From an optimization exercise on the open Yosys and OpenROAD flow, aimed at small area, a short achievable clock period and few clock cycles per item; shortcuts taken in it are not production practice.
RTL that was checked went through simulation tests only; none was proved equivalent to the original.
Power is estimated from default activity; no workload was simulated.

// vpu_sp_top
module vpu_sp_top (
  input  logic        clk,
  input  logic        rst_n,
  input  logic        line_start,
  input  logic [7:0]  line_y,
  output logic        busy,
  output logic        line_done,
  output logic        param_req_en,
  output logic [3:0]  param_req_addr,
  input  logic [31:0] param_rdata,
  output logic        tile_req_en,
  output logic [15:0] tile_req_addr,
  input  logic [7:0]  tile_rdata,
  output logic        pal_req_en,
  output logic [9:0]  pal_req_addr,
  input  logic [31:0] pal_rdata,
  output logic        lb_rd_en,
  output logic [7:0]  lb_rd_addr,
  output logic        lb_wr_en,
  output logic [7:0]  lb_wr_addr,
  output logic [31:0] lb_wdata,
  input  logic [31:0] lb_rdata
);
Size in the first run: roughly 300 flip-flops, about 200 I/O pins, about 0.015 mm2 of cells after synthesis.
Settings: LEC_CHECK=0, ABC_AREA=1, CAP_MARGIN=20, CORE_MARGIN=2, CORE_UTILIZATION=40, CTS_BUF_LIST=sky130_fd_sc_hd__clkbuf_8, CTS_CLUSTER_DIAMETER=80, CTS_CLUSTER_SIZE=16, SLEW_MARGIN=75; clock period 11.0 ns.
standard.sh (not shown) runs the stock make flow with config.mk's settings and CLKGATE_MAP_FILE= SYNTH_SCRIPT=/design/flow/synth_recipe.tcl, a recipe that flattens the netlist after the stock synthesis.
==> flow/flow/run.sh <==
#!/bin/bash
# The standard layout, except that
#  - each port gets the smallest buffer (buf_1) instead of the one
#    buffer_ports picks by default;
#  - Yosys's synth runs without its internal abc pass (-noabc), so that the
#    adder trees written in the RTL reach extract_fa as written; the final
#    ABC mapping of the flow is unchanged.
set -euo pipefail
export BUFFER_PORTS_ARGS="-buffer_cell sky130_fd_sc_hd__buf_1"
export SYNTH_ARGS="-noabc"
bash standard.sh finish > standard_flow.log 2>&1
Testbench counts at the start, summed over its fixed seeds: cycles 50,398, lines 512.
==> next run, changes <==
--- a/flow/design.v
+++ b/flow/design.v
@@ -205,25 +205,26 @@
   logic       w0_arr;      
   logic       w1_arr;      
   logic [1:0] w_s;
   logic [7:0] w_x;
   logic [5:0] w_oy;        
   logic       w_oyb;       
   logic [1:0] w_yh;        
   logic       k_act;
   logic [1:0] k_bank;
   logic [7:0] k_t;
   logic [2:0] k_oyr;
   logic [2:0] k_oxr;
-  logic [2:0] k_rem;       
+  logic [2:0] k_oxh;
+  logic [1:0] k_s;
   logic [7:0] k_x;
   logic       k_took;      
   logic       p1_v;
   logic       p1_f;        
   logic       p2_f;
   logic [7:0] p1_x;
   logic [6:0] p1_pal;
   logic       p2_v;
   logic [9:0] p2_pal_addr;
   logic [7:0] p2_x;
   logic       p3_v;
   logic [7:0] p3_x;
@@ -255,25 +256,32 @@
       default: oy_hi_mask = 3'b000;
     endcase
     vis_y = !oy9[8] && (oy9[7:6] == 2'b00) && ((oy9[5:3] & oy_hi_mask) == 3'b000);
   end
   logic       k_last;
   logic       k_free;
   logic       hazard;
   logic       take;
   logic       skip;        
   logic       next_sp;     
   logic [8:0] k_dx;
   always_comb begin
-    k_last  = (k_x == 8'd255) || ((k_oxr == 3'd7) && (k_rem == 3'd0));
+    logic [2:0] oxh_mask;
+    case (k_s)
+      2'd0: oxh_mask = 3'b000;
+      2'd1: oxh_mask = 3'b001;
+      2'd2: oxh_mask = 3'b011;
+      default: oxh_mask = 3'b111;
+    endcase
+    k_last  = (k_x == 8'd255) || ((k_oxr == 3'd7) && ((k_oxh & oxh_mask) == oxh_mask));
     k_free  = !k_act || k_last;
     k_dx    = {1'b0, k_x} - {1'b0, w_x};
     hazard  = (k_act || p1_v || p2_v || p3_v)
            && (k_took || p1_f || p2_f || (!k_dx[8] && k_dx[7:3] == 5'd0 && k_dx[2:0] != 3'd7));
     take    = w1_arr && vis_y && k_free && !hazard;
     skip    = (w0_arr && (!param_rdata[31] || param_rdata[16])) || (w1_arr && !vis_y);
     next_sp = take || skip;
   end
   always_ff @(posedge clk) begin
     if (!rst_n) begin
       busy      <= 1'b0;
       line_done <= 1'b0;
@@ -335,35 +343,31 @@
     end
     if (w0_arr) begin
       w_s <= param_rdata[25:24];
       w_x <= param_rdata[15:8];
       {w_oyb, w_oy} <= {1'b0, cur_y[5:0]} - {1'b0, param_rdata[5:0]};
       w_yh <= param_rdata[7:6];
     end
     if (k_free) begin
       k_bank <= param_rdata[29:28];
       k_t    <= param_rdata[23:16] + ({5'd0, oy9[5:3]} << w_s);
       k_oyr  <= oy9[2:0];
       k_oxr  <= 3'd0;
-      case (w_s)
-        2'd0: k_rem <= 3'd0;
-        2'd1: k_rem <= 3'd1;
-        2'd2: k_rem <= 3'd3;
-        default: k_rem <= 3'd7;
-      endcase
+      k_oxh  <= 3'd0;
+      k_s    <= w_s;
     end else begin
       k_oxr <= k_oxr + 3'd1;
       if (k_oxr == 3'd7) begin
         k_t   <= k_t + 8'd1;
-        k_rem <= k_rem - 3'd1;
+        k_oxh <= k_oxh + 3'd1;
       end
     end
     if (take)        k_x <= w_x;
     else if (!k_free) k_x <= k_x + 8'd1;
     p1_x   <= k_x;
     if (k_took) p1_pal <= {param_rdata[6], param_rdata[5:4], param_rdata[3:0]};
     p2_x        <= p1_x;
     p2_pal_addr <= p1_pal[6] ? {p1_pal[5:4], p1_pal[3:0], tile_rdata[3:0]}
                              : {p1_pal[5:4], tile_rdata};
     p3_x   <= p2_x;
     p4_x   <= p3_x;
     p4_src <= pal_rdata;
Result:
- clock-buffer cell count is unchanged
- core utilization barely changes
- die area increases by 0.48%
- hold slack gets better by 0.0043 ns
- routed wire length climbs by 2.6%
- cell area is about the same
- worst setup slack barely changes
- via count rose by 0.60%
- flip-flop and latch count increases by 2
- sequential share of layout area goes up by 0.16 points
Testbench counts after the change, summed over its fixed seeds: cycles 50,398, lines 512.

Setup of fjord:
Another version of the RTL of vpu_sp_top (not shown whole).
For scale: about 1300 cells after synthesis, roughly 310 flip-flops, about 0.015 sq mm of cells after synthesis.
==> flow/config.mk <==
export PLATFORM = sky130hd
export DESIGN_NAME = vpu_sp_top
export DESIGN_NICKNAME = vpu_sp_top
export VERILOG_FILES = /design/flow/design.v
export SDC_FILE = /design/flow/constraint.sdc
export NUM_CORES = 4
export LEC_CHECK = 0
export CAP_MARGIN = 20
export CORE_MARGIN = 2
export CORE_UTILIZATION = 40
export CTS_CLUSTER_DIAMETER = 100
export CTS_CLUSTER_SIZE = 25
export SLEW_MARGIN = 75
==> flow/constraint.sdc <==
create_clock -name core_clock -period 11.0 [get_ports {clk}]
set_input_delay 2.2000 -clock core_clock [delete_from_list [all_inputs] [get_ports {clk}]]
set_output_delay 2.2000 -clock core_clock [all_outputs]
set_load 0.01 [all_outputs]
==> flow/flow/run.sh <==
#!/bin/bash
# The standard layout, except that each port gets the smallest buffer
# (buf_1) instead of the one buffer_ports picks by default.
set -euo pipefail
export BUFFER_PORTS_ARGS="-buffer_cell sky130_fd_sc_hd__buf_1"
bash standard.sh finish > standard_flow.log 2>&1
Testbench counts of fjord, summed over its fixed seeds: cycles 50,423, lines 512.
### fjord -> quartz
-- flow/design.v --
<<< fjord, line 166
  input  logic [31:0] src,
  input  logic [31:0] dst,
  input  logic [7:0]  a_n,
  input  logic        a_zero,
  input  logic        a_full,
>>> quartz, line 166
  input  logic [31:0] src,
  input  logic [31:0] dst,
  input  logic        a_zero,
  input  logic        a_full,
<<< fjord, line 177
  assign res_a = a_zero ? dst[31:24] : a_full ? 8'd255 : a_sum[8:1];
  vpu_sp_mix u_r (.x0(dst[23:16]), .x1(src[23:16]), .sel(src[31:24]), .keep(a_zero | a_full), .hi_a(hi[53:45]), .hi_b(hi[44:36]), .c7(c7[2]));
  vpu_sp_mix u_g (.x0(src[15:8]),   .x1(dst[15:8]),  .sel(a_n),        .keep(a_zero | a_full), .hi_a(hi[35:27]), .hi_b(hi[26:18]), .c7(c7[1]));
  vpu_sp_mix u_b (.x0(dst[7:0]),    .x1(src[7:0]),   .sel(src[31:24]), .keep(a_zero | a_full), .hi_a(hi[17:9]), .hi_b(hi[8:0]), .c7(c7[0]));
endmodule
>>> quartz, line 176
  assign res_a = a_zero ? dst[31:24] : a_full ? 8'd255 : a_sum[8:1];
  vpu_sp_mix u_r (.x0(dst[23:16]), .x1(src[23:16]), .sel(src[31:24]), .keep(a_zero | a_full), .hi_a(hi[53:45]), .hi_b(hi[44:36]), .c7(c7[2]));
  vpu_sp_mix u_g (.x0(dst[15:8]),   .x1(src[15:8]),  .sel(src[31:24]),        .keep(a_zero | a_full), .hi_a(hi[35:27]), .hi_b(hi[26:18]), .c7(c7[1]));
  vpu_sp_mix u_b (.x0(dst[7:0]),    .x1(src[7:0]),   .sel(src[31:24]), .keep(a_zero | a_full), .hi_a(hi[17:9]), .hi_b(hi[8:0]), .c7(c7[0]));
endmodule
<<< fjord, line 234
  logic [31:0] p4_src;
  logic [31:0] p4_dst;
  logic [7:0] p4_an;       
  logic       p4_az;
  logic       p4_af;
>>> quartz, line 233
  logic [31:0] p4_src;
  logic [31:0] p4_dst;
  logic       p4_az;
  logic       p4_af;
<<< fjord, line 375
    p4_src <= pal_rdata;
    p4_dst <= lb_rdata;
    p4_an  <= ~pal_rdata[31:24];
    p4_az  <= (pal_rdata[31:24] == 8'd0);
    p4_af  <= (pal_rdata[31:24] == 8'd255);
>>> quartz, line 373
    p4_src <= pal_rdata;
    p4_dst <= lb_rdata;
    p4_az  <= (pal_rdata[31:24] == 8'd0);
    p4_af  <= (pal_rdata[31:24] == 8'd255);
<<< fjord, line 397
    .src (p4_src),
    .dst (p4_dst),
    .a_n    (p4_an),
    .a_zero (p4_az),
    .a_full (p4_af),
>>> quartz, line 394
    .src (p4_src),
    .dst (p4_dst),
    .a_zero (p4_az),
    .a_full (p4_af),
[quartz] design area fell about 0.54% relative to fjord. For clock transition at the registers of the reported paths, fjord and quartz come out practically identical. fjord has lower combinational share of power than quartz. Re worst setup slack: quartz is 190 ps down on fjord. Both conditions hold for quartz: the flow ran to the end and the final layout passed the timing, DRC and antenna checks. Vias: quartz more than fjord. For the time the worst path needs with I/O delays and setup, quartz came in 190 ps higher than fjord did. Summary of the comparison: initial core utilization is higher in quartz, relative to fjord.
The RTL of quartz was laid out without a check of its function.

what the ideal ports hide:
In the flow no input, the clock included, has a driving cell. The finished layouts below were timed again as built, in two steps. Step 1 (the two cells are an assumption about what drives the block):
set clk [get_ports {clk}]
set_driving_cell -lib_cell sky130_fd_sc_hd__clkbuf_16 $clk
set_driving_cell -lib_cell sky130_fd_sc_hd__buf_2 [delete_from_list [all_inputs] $clk]
Step 2 also shifts input and output timing later by t, the mid clock arrival at the registers, as if the neighbouring blocks saw the same clock. Three values: ideal, step 1, step 2; two values: the first two.
run	shift t [ns]	setup slack, ns	latest minus earliest clock arrival (ns)	slew at the worst register clock pin (ns)
the first run of note 1	0.631	7.535 / 7.489 / 7.098	0.022 / 0.022	0.10 / 0.10
the second run of note 1	0.651	7.533 / 7.487 / 7.135	0.039 / 0.039	0.11 / 0.11
fjord	0.563	7.464 / 7.487 / 6.929	0.018 / 0.018	0.10 / 0.10
quartz	0.573	7.278 / 7.278 / 6.982	0.033 / 0.033	0.10 / 0.10
After both steps every run listed still meets setup and hold. The setup slack of fjord, which loses most, moves by +0.023 ns with the drivers and by -0.535 ns with both steps.
